This design comes from an exercise in tuning for small area, a short achievable clock period and few clock cycles per item on the open sky130 flow, not from production work.
Function was checked by simulation only, so behaviour that the tests miss may differ from the original.
Power is estimated from default activity; no workload was simulated.

== run a ==
==> flow/design.v (excerpt) <==
module signed_int_alu_div_mod_core (
    input  logic        i_clk,
    input  logic        i_rst_n,
    input  logic        i_valid,
    output logic        o_ready,
    input  logic [2:0]  i_command,
    input  logic [31:0] i_operand_a,
    input  logic [31:0] i_operand_b,
    output logic        o_valid,
    input  logic        i_ready,
    output logic [31:0] o_result,
    output logic        o_status
);
    logic        r_ov, r_sv, r_rdy;
    logic [32:0] r_od, r_oh, r_sd;
    logic [4:0]  r_cnt;
    logic        w_rec, w_push, w_end_v, w_st;
    logic [31:0] w_res;
    logic        w_cmul, w_cdv, w_csub, w_cnone, w_cdiv, w_crem;
    assign w_cmul  = (i_command == 3'd3);
    assign w_cdiv  = (i_command == 3'd2);
    assign w_crem  = (i_command == 3'd4);
    assign w_cdv   = w_cdiv | w_crem;
    assign w_csub  = (i_command == 3'd1);
    assign w_cnone = i_command[2] & (i_command[1] | i_command[0]);
    logic [31:0] w_ora, w_orb, w_d0, w_n0;
    logic        w_na, w_nb, w_negb, w_neg0;
    logic [1:0]  w_t0;
    assign w_ora[0] = 1'b0;
    assign w_orb[0] = 1'b0;
    genvar gi;
    generate for (gi = 1; gi < 32; gi = gi + 1) begin : g_or
        assign w_ora[gi] = |i_operand_a[gi-1:0];
        assign w_orb[gi] = |i_operand_b[gi-1:0];
    end endgenerate
    assign w_na   = i_operand_a[31];
    assign w_nb   = i_operand_b[31];
    assign w_negb = w_csub | (w_cdv & !w_nb);
    assign w_d0   = w_cmul ? (i_operand_a ^ ~w_ora) : (w_cnone ? 32'd0 : (i_operand_b ^ (w_orb & {32{w_negb}})));
    assign w_n0   = w_cmul ? i_operand_b : w_cnone ? 32'd0 : (i_operand_a ^ (w_ora & {32{w_cdv & w_na}}));
    assign w_neg0 = (w_cdiv & (w_na ^ w_nb)) | (w_crem & w_na);
    assign w_t0   = w_cmul ? 2'd1 : w_cdiv ? 2'd2 : w_crem ? 2'd3 : 2'd0;
    logic        r_v0, r_g0;
    logic [1:0]  r_t0;
    logic [31:0] r_d0, r_n0;
    always_ff @(posedge i_clk) begin
        if (!i_rst_n) r_v0 <= 1'b0;
        else r_v0 <= w_rec ? w_end_v : (i_valid && r_rdy);
        r_t0 <= w_rec ? {w_st, 1'b0} : w_t0;
        r_g0 <= w_rec ? 1'b0 : w_neg0;
        r_d0 <= w_rec ? w_res : w_d0;
        r_n0 <= w_rec ? 32'd0 : w_n0;
    end
    logic w_m1, w_dv1, w_as1;
    assign w_m1  = !r_t0[1] & r_t0[0];
    assign w_dv1 = r_t0[1];
    assign w_as1 = !r_t0[1] & !r_t0[0];
    logic [0:0] w_x0, w_s0, w_r0;
  ...
export LEC_CHECK = 0
export ABC_AREA = 1
export CAP_MARGIN = 20
export CORE_MARGIN = 2
export CORE_UTILIZATION = 40
export CTS_CLUSTER_DIAMETER = 110
export CTS_CLUSTER_SIZE = 28
export SLEW_MARGIN = 20
export SETUP_SLACK_MARGIN = 7.0
create_clock -name core_clock -period 10.0 [get_ports {i_clk}]
standard.sh (not shown) runs the stock make flow with config.mk's settings and CLKGATE_MAP_FILE= SYNTH_SCRIPT=/design/flow/synth_recipe.tcl, a recipe that flattens the netlist after the stock synthesis.
==> flow/flow/run.sh <==
#!/bin/bash
set -euo pipefail
bash standard.sh synth > standard_synth.log 2>&1
cat >> config.mk <<'EOM'
export DONT_USE_CELLS += sky130_fd_sc_hd__clkdlybuf4s15_1 sky130_fd_sc_hd__clkdlybuf4s15_2 sky130_fd_sc_hd__clkdlybuf4s18_1 sky130_fd_sc_hd__clkdlybuf4s18_2 sky130_fd_sc_hd__clkdlybuf4s25_1 sky130_fd_sc_hd__clkdlybuf4s25_2 sky130_fd_sc_hd__clkdlybuf4s50_1 sky130_fd_sc_hd__clkdlybuf4s50_2 sky130_fd_sc_hd__dlygate4sd1_1 sky130_fd_sc_hd__dlygate4sd2_1 sky130_fd_sc_hd__dlygate4sd3_1 sky130_fd_sc_hd__dlymetal6s2s_1 sky130_fd_sc_hd__dlymetal6s4s_1 sky130_fd_sc_hd__dlymetal6s6s_1
EOM
bash standard.sh place > standard_place.log 2>&1
echo "export SETUP_SLACK_MARGIN = ${FLOW_MARGIN_NS:-7.0}" >> config.mk
bash standard.sh finish > standard_finish.log 2>&1
Testbench counts of run a, summed over its fixed seeds: cycles 24,240, items 24,000.
Input changes introduced in run b (baseline for comparison: run a):
--- a/flow/flow/run.sh
+++ b/flow/flow/run.sh
@@ -6,4 +6,4 @@
 EOM
 bash standard.sh place > standard_place.log 2>&1
-echo "export SETUP_SLACK_MARGIN = ${FLOW_MARGIN_NS:-7.0}" >> config.mk
+echo "export SETUP_SLACK_MARGIN = ${FLOW_MARGIN_NS:-6.8}" >> config.mk
 bash standard.sh finish > standard_finish.log 2>&1
--- a/flow/config.mk
+++ b/flow/config.mk
@@ -10,7 +10,7 @@
 export CORE_MARGIN = 2
 export CORE_UTILIZATION = 40
-export CTS_CLUSTER_DIAMETER = 110
-export CTS_CLUSTER_SIZE = 28
+export CTS_CLUSTER_DIAMETER = 120
+export CTS_CLUSTER_SIZE = 26
 export SLEW_MARGIN = 20
 export DONT_USE_CELLS += sky130_fd_sc_hd__clkdlybuf4s15_1 sky130_fd_sc_hd__clkdlybuf4s15_2 sky130_fd_sc_hd__clkdlybuf4s18_1 sky130_fd_sc_hd__clkdlybuf4s18_2 sky130_fd_sc_hd__clkdlybuf4s25_1 sky130_fd_sc_hd__clkdlybuf4s25_2 sky130_fd_sc_hd__clkdlybuf4s50_1 sky130_fd_sc_hd__clkdlybuf4s50_2 sky130_fd_sc_hd__dlygate4sd1_1 sky130_fd_sc_hd__dlygate4sd2_1 sky130_fd_sc_hd__dlygate4sd3_1 sky130_fd_sc_hd__dlymetal6s2s_1 sky130_fd_sc_hd__dlymetal6s4s_1 sky130_fd_sc_hd__dlymetal6s6s_1
-export SETUP_SLACK_MARGIN = 7.0
+export SETUP_SLACK_MARGIN = 6.8
[summary]
- Run b finished end to end and its layout was clean on timing, DRC and antenna.
- Total vias in the final route: run b < run a
- Run a and run b ended up with nearly the same worst setup slack.
- Post-route fraction of the period consumed by the critical path of run b is on par with run a.
- Run b vs. run a: clock network fraction of total power went up by 0.6 points.
- Delta (run b minus run a): global-route wire length before repair went down, power did not really move.

---

== exp/sierra ==
signed_int_alu_div_mod_core, a different RTL version from the one above (not shown whole).
Size in the first run: roughly 110 I/O pins, ~92000 um^2 of cells after synthesis.
// signed_int_alu_div_mod_core
module signed_int_alu_div_mod_core (
    input  logic        i_clk,
    input  logic        i_rst_n,
    input  logic        i_valid,
    output logic        o_ready,
    input  logic [2:0]  i_command,
    input  logic [31:0] i_operand_a,
    input  logic [31:0] i_operand_b,
    output logic        o_valid,
    input  logic        i_ready,
    output logic [31:0] o_result,
    output logic        o_status
);
export LEC_CHECK = 0
export ABC_AREA = 1
export CAP_MARGIN = 20
export CORE_MARGIN = 2
export CORE_UTILIZATION = 40
export SLEW_MARGIN = 20
export SETUP_SLACK_MARGIN = 6.8
create_clock -name core_clock -period 10.0 [get_ports {i_clk}]
==> flow/flow/run.sh <==
#!/bin/bash
set -euo pipefail
bash standard.sh synth > standard_synth.log 2>&1
cat >> config.mk <<'EOM'
export DONT_USE_CELLS += sky130_fd_sc_hd__clkdlybuf4s15_1 sky130_fd_sc_hd__clkdlybuf4s15_2 sky130_fd_sc_hd__clkdlybuf4s18_1 sky130_fd_sc_hd__clkdlybuf4s18_2 sky130_fd_sc_hd__clkdlybuf4s25_1 sky130_fd_sc_hd__clkdlybuf4s25_2 sky130_fd_sc_hd__clkdlybuf4s50_1 sky130_fd_sc_hd__clkdlybuf4s50_2 sky130_fd_sc_hd__dlygate4sd1_1 sky130_fd_sc_hd__dlygate4sd2_1 sky130_fd_sc_hd__dlygate4sd3_1 sky130_fd_sc_hd__dlymetal6s2s_1 sky130_fd_sc_hd__dlymetal6s4s_1 sky130_fd_sc_hd__dlymetal6s6s_1
EOM
bash standard.sh place > standard_place.log 2>&1
echo "export SETUP_SLACK_MARGIN = ${FLOW_MARGIN_NS:-6.8}" >> config.mk
bash standard.sh finish > standard_finish.log 2>&1
Looking at the reports, exp/sierra completed the entire flow and the layout it produced met the timing, design-rule and antenna checks.
Testbench counts of exp/sierra, summed over its fixed seeds: cycles 24,232, items 24,000.
Modified inputs, exp/raven compared to exp/sierra
--- a/flow/config.mk
+++ b/flow/config.mk
@@ -11,2 +11,4 @@
 export CORE_UTILIZATION = 40
+export CTS_CLUSTER_DIAMETER = 120
+export CTS_CLUSTER_SIZE = 26
 export SLEW_MARGIN = 20
Results
exp/raven -> exp/sierra: cell row count delta 0, exact match. Core utilization in exp/raven vs exp/sierra: down 2.4 points. exp/sierra consumes more power than exp/raven. Compared with exp/sierra, exp/raven instantiates a smaller number of cells. The run showing the greater tightest hold margin is exp/raven. Global-route usage (lower): exp/raven.
Here is what was changed in the inputs of exp/pepper compared with exp/raven.
--- a/flow/config.mk
+++ b/flow/config.mk
@@ -10,5 +10,3 @@
 export CORE_MARGIN = 2
-export CORE_UTILIZATION = 40
-export CTS_CLUSTER_DIAMETER = 120
-export CTS_CLUSTER_SIZE = 26
+export CORE_UTILIZATION = 60
 export SLEW_MARGIN = 20
Notes after the runs:
Compared to exp/raven, exp/pepper has sequential share of layout area 2.0 points lower. Non-clock buffer count for exp/pepper is higher than for exp/raven. Looking at half-perimeter wire length of the detailed placement result across both flows, exp/pepper is the stronger of the two, with exp/raven trailing. Timing, DRC, antenna: 0 failures across exp/raven and exp/pepper. Comparing maximum clock frequency for exp/raven and exp/pepper, the bigger number came from exp/raven. Met3 routing resource usage after global routing, exp/raven and exp/pepper: smaller value in exp/raven. The starting density of the core reported for exp/pepper is greater than that of exp/raven by 20 points. NOTE clock tree buffer count of the final layout exp/raven->exp/pepper increased by more than 100%. exp/pepper has less setup slack than exp/raven. Diff exp/raven..exp/pepper | mean instance size in the synthesized netlist | unchanged. exp/pepper vs. exp/raven: combinational fraction of design power went down by 4.5 points. Worst setup path endpoint = o_result[20]: exp/pepper; worst setup path endpoint = o_result[21]: exp/raven. exp/pepper vs exp/raven — post-placement setup slack dropped 140 ps.
[inputs] exp/zinc vs exp/pepper
--- a/flow/config.mk
+++ b/flow/config.mk
@@ -7,6 +7,8 @@
 export LEC_CHECK = 0
-export ABC_AREA = 1
+export ABC_AREA = 0
 export CAP_MARGIN = 20
 export CORE_MARGIN = 2
-export CORE_UTILIZATION = 60
+export CORE_UTILIZATION = 40
+export CTS_CLUSTER_DIAMETER = 120
+export CTS_CLUSTER_SIZE = 26
 export SLEW_MARGIN = 20
--- outcome ---
Re biggest cell delay along the critical path: exp/pepper was higher than exp/zinc.
Side by side, total placed cells including tap cells turned out lower in exp/zinc than in exp/pepper.
Per the comparison of exp/zinc with exp/pepper, area occupied by registers held steady, proportion of power drawn by combinational gates climbed 4.7 points.
Run comparison: exp/pepper main combinational cell family by area after synthesis simple AND/OR/NAND/NOR gates; exp/zinc main combinational cell family by area after synthesis compound AO/OA/AOI/OAI gates
The inputs of exp/xenon differ from those of exp/zinc as listed below.
--- a/flow/config.mk
+++ b/flow/config.mk
@@ -7,3 +7,3 @@
 export LEC_CHECK = 0
-export ABC_AREA = 0
+export ABC_AREA = 1
 export CAP_MARGIN = 20
@@ -13,2 +13,3 @@
 export CTS_CLUSTER_SIZE = 26
+export PLACE_DENSITY = 0.8
 export SLEW_MARGIN = 20
--- outcome ---
- Changes observed in exp/xenon relative to exp/zinc: stage delay of the slowest cell on the critical path roughly the same; post-CTS resize count now smaller; number of instances in the placed design increased about 27%.

---

v24:
Another version of the RTL of signed_int_alu_div_mod_core (not shown whole).
Size: roughly 11000 cells after synthesis, ~110 I/O pins, roughly 99000 um2 of cells after synthesis.
clock: 10.0 ns
lec_check: 0
abc_area: 1
cap_margin: 20
core_margin: 2
core_utilization: 40
slew_margin: 20
setup_slack_margin: 6.5
==> flow/flow/run.sh <==
#!/bin/bash
set -euo pipefail
bash standard.sh place > standard_place.log 2>&1
echo "export SETUP_SLACK_MARGIN = 6.5" >> config.mk
bash standard.sh finish > standard_finish.log 2>&1
Testbench counts of v24, summed over its fixed seeds: cycles 24,272, items 24,000.
Changes in v1 relative to v24:
Settings: a change of SETUP_SLACK_MARGIN from 6.5 to 5.
==> flow/run.sh (new file) <==
#!/bin/bash
# synth_recipe.tcl (not shown) runs the flow's synth.tcl, then flattens the netlist and writes it again
# the make line also repeats each setting of config.mk as NAME=value (left out here)
make -C /OpenROAD-flow-scripts/flow DESIGN_CONFIG=/design/flow/config.mk WORK_HOME=/design/flow/orfs CLKGATE_MAP_FILE= SYNTH_SCRIPT=/design/flow/synth_recipe.tcl finish
removed: flow/flow/run.sh
removed: flow/standard.sh
--- outcome ---
- Final critical-path required period up 730 ps in v1 wrt v24
- Going from v24 to v1, final worst hold slack about even; post-route standard cell area excluding fillers essentially unchanged.
- First-pass GRT wire length: v1 vs v24, no meaningful difference
- Run comparison: v24 type of the setup path with the least slack register to output pin; v1 type of the setup path with the least slack input pin to register
- Compared v1 against v24; peak supply drop within noise.
- Transition time at the pin with the least slew margin for v1: 17 ps down relative to v24
- From v24 to v1 the numbers moved as follows: part of the power in combinational logic about even, total detailed-routing wirelength about even, count of plain and timing-repair buffers -15, sum of internal, switching and leakage power held.

-- static timing again, ports no longer ideal --
The results above use ideal ports. As a check the final layouts listed here were re-extracted and re-timed, cells and wires unchanged. Step 1, drivers: a clkbuf_16 drives i_clk and a buf_2 each remaining input, both assumed. Step 2 also shifts input and output timing later by t, the mid clock arrival at the registers, as if the neighbouring blocks saw the same clock. a / b / c = ideal ports / drivers / drivers and shift; a / b = the first two.
run | shift t [ns] | setup WS [ns] | latest minus earliest clock arrival (ns)
run a | 0.847 | 6.755 / 6.671 / 6.190 | 0.066 / 0.065
run b | 0.839 | 6.756 / 6.675 / 6.058 | 0.042 / 0.042
exp/sierra | 0.957 | 6.610 / 6.521 / 5.931 | 0.083 / 0.083
exp/raven | 0.881 | 6.701 / 6.616 / 6.030 | 0.073 / 0.074
exp/pepper | 0.938 | 6.587 / 6.497 / 5.953 | 0.080 / 0.080
exp/zinc | 0.860 | 6.012 / 6.012 / 5.478 | 0.119 / 0.120
exp/xenon | 0.871 | 6.706 / 6.621 / 6.059 | 0.077 / 0.077
v24 | 0.988 | 6.528 / 6.435 / 5.655 | 0.106 / 0.107
v1 | 0.988 | 5.798 / 5.865 / 4.877 | 0.108 / 0.108
After both steps every run listed still meets setup and hold. For v1, which loses most, drivers alone change the setup slack by +0.067 ns; drivers and shift together by -0.921 ns.
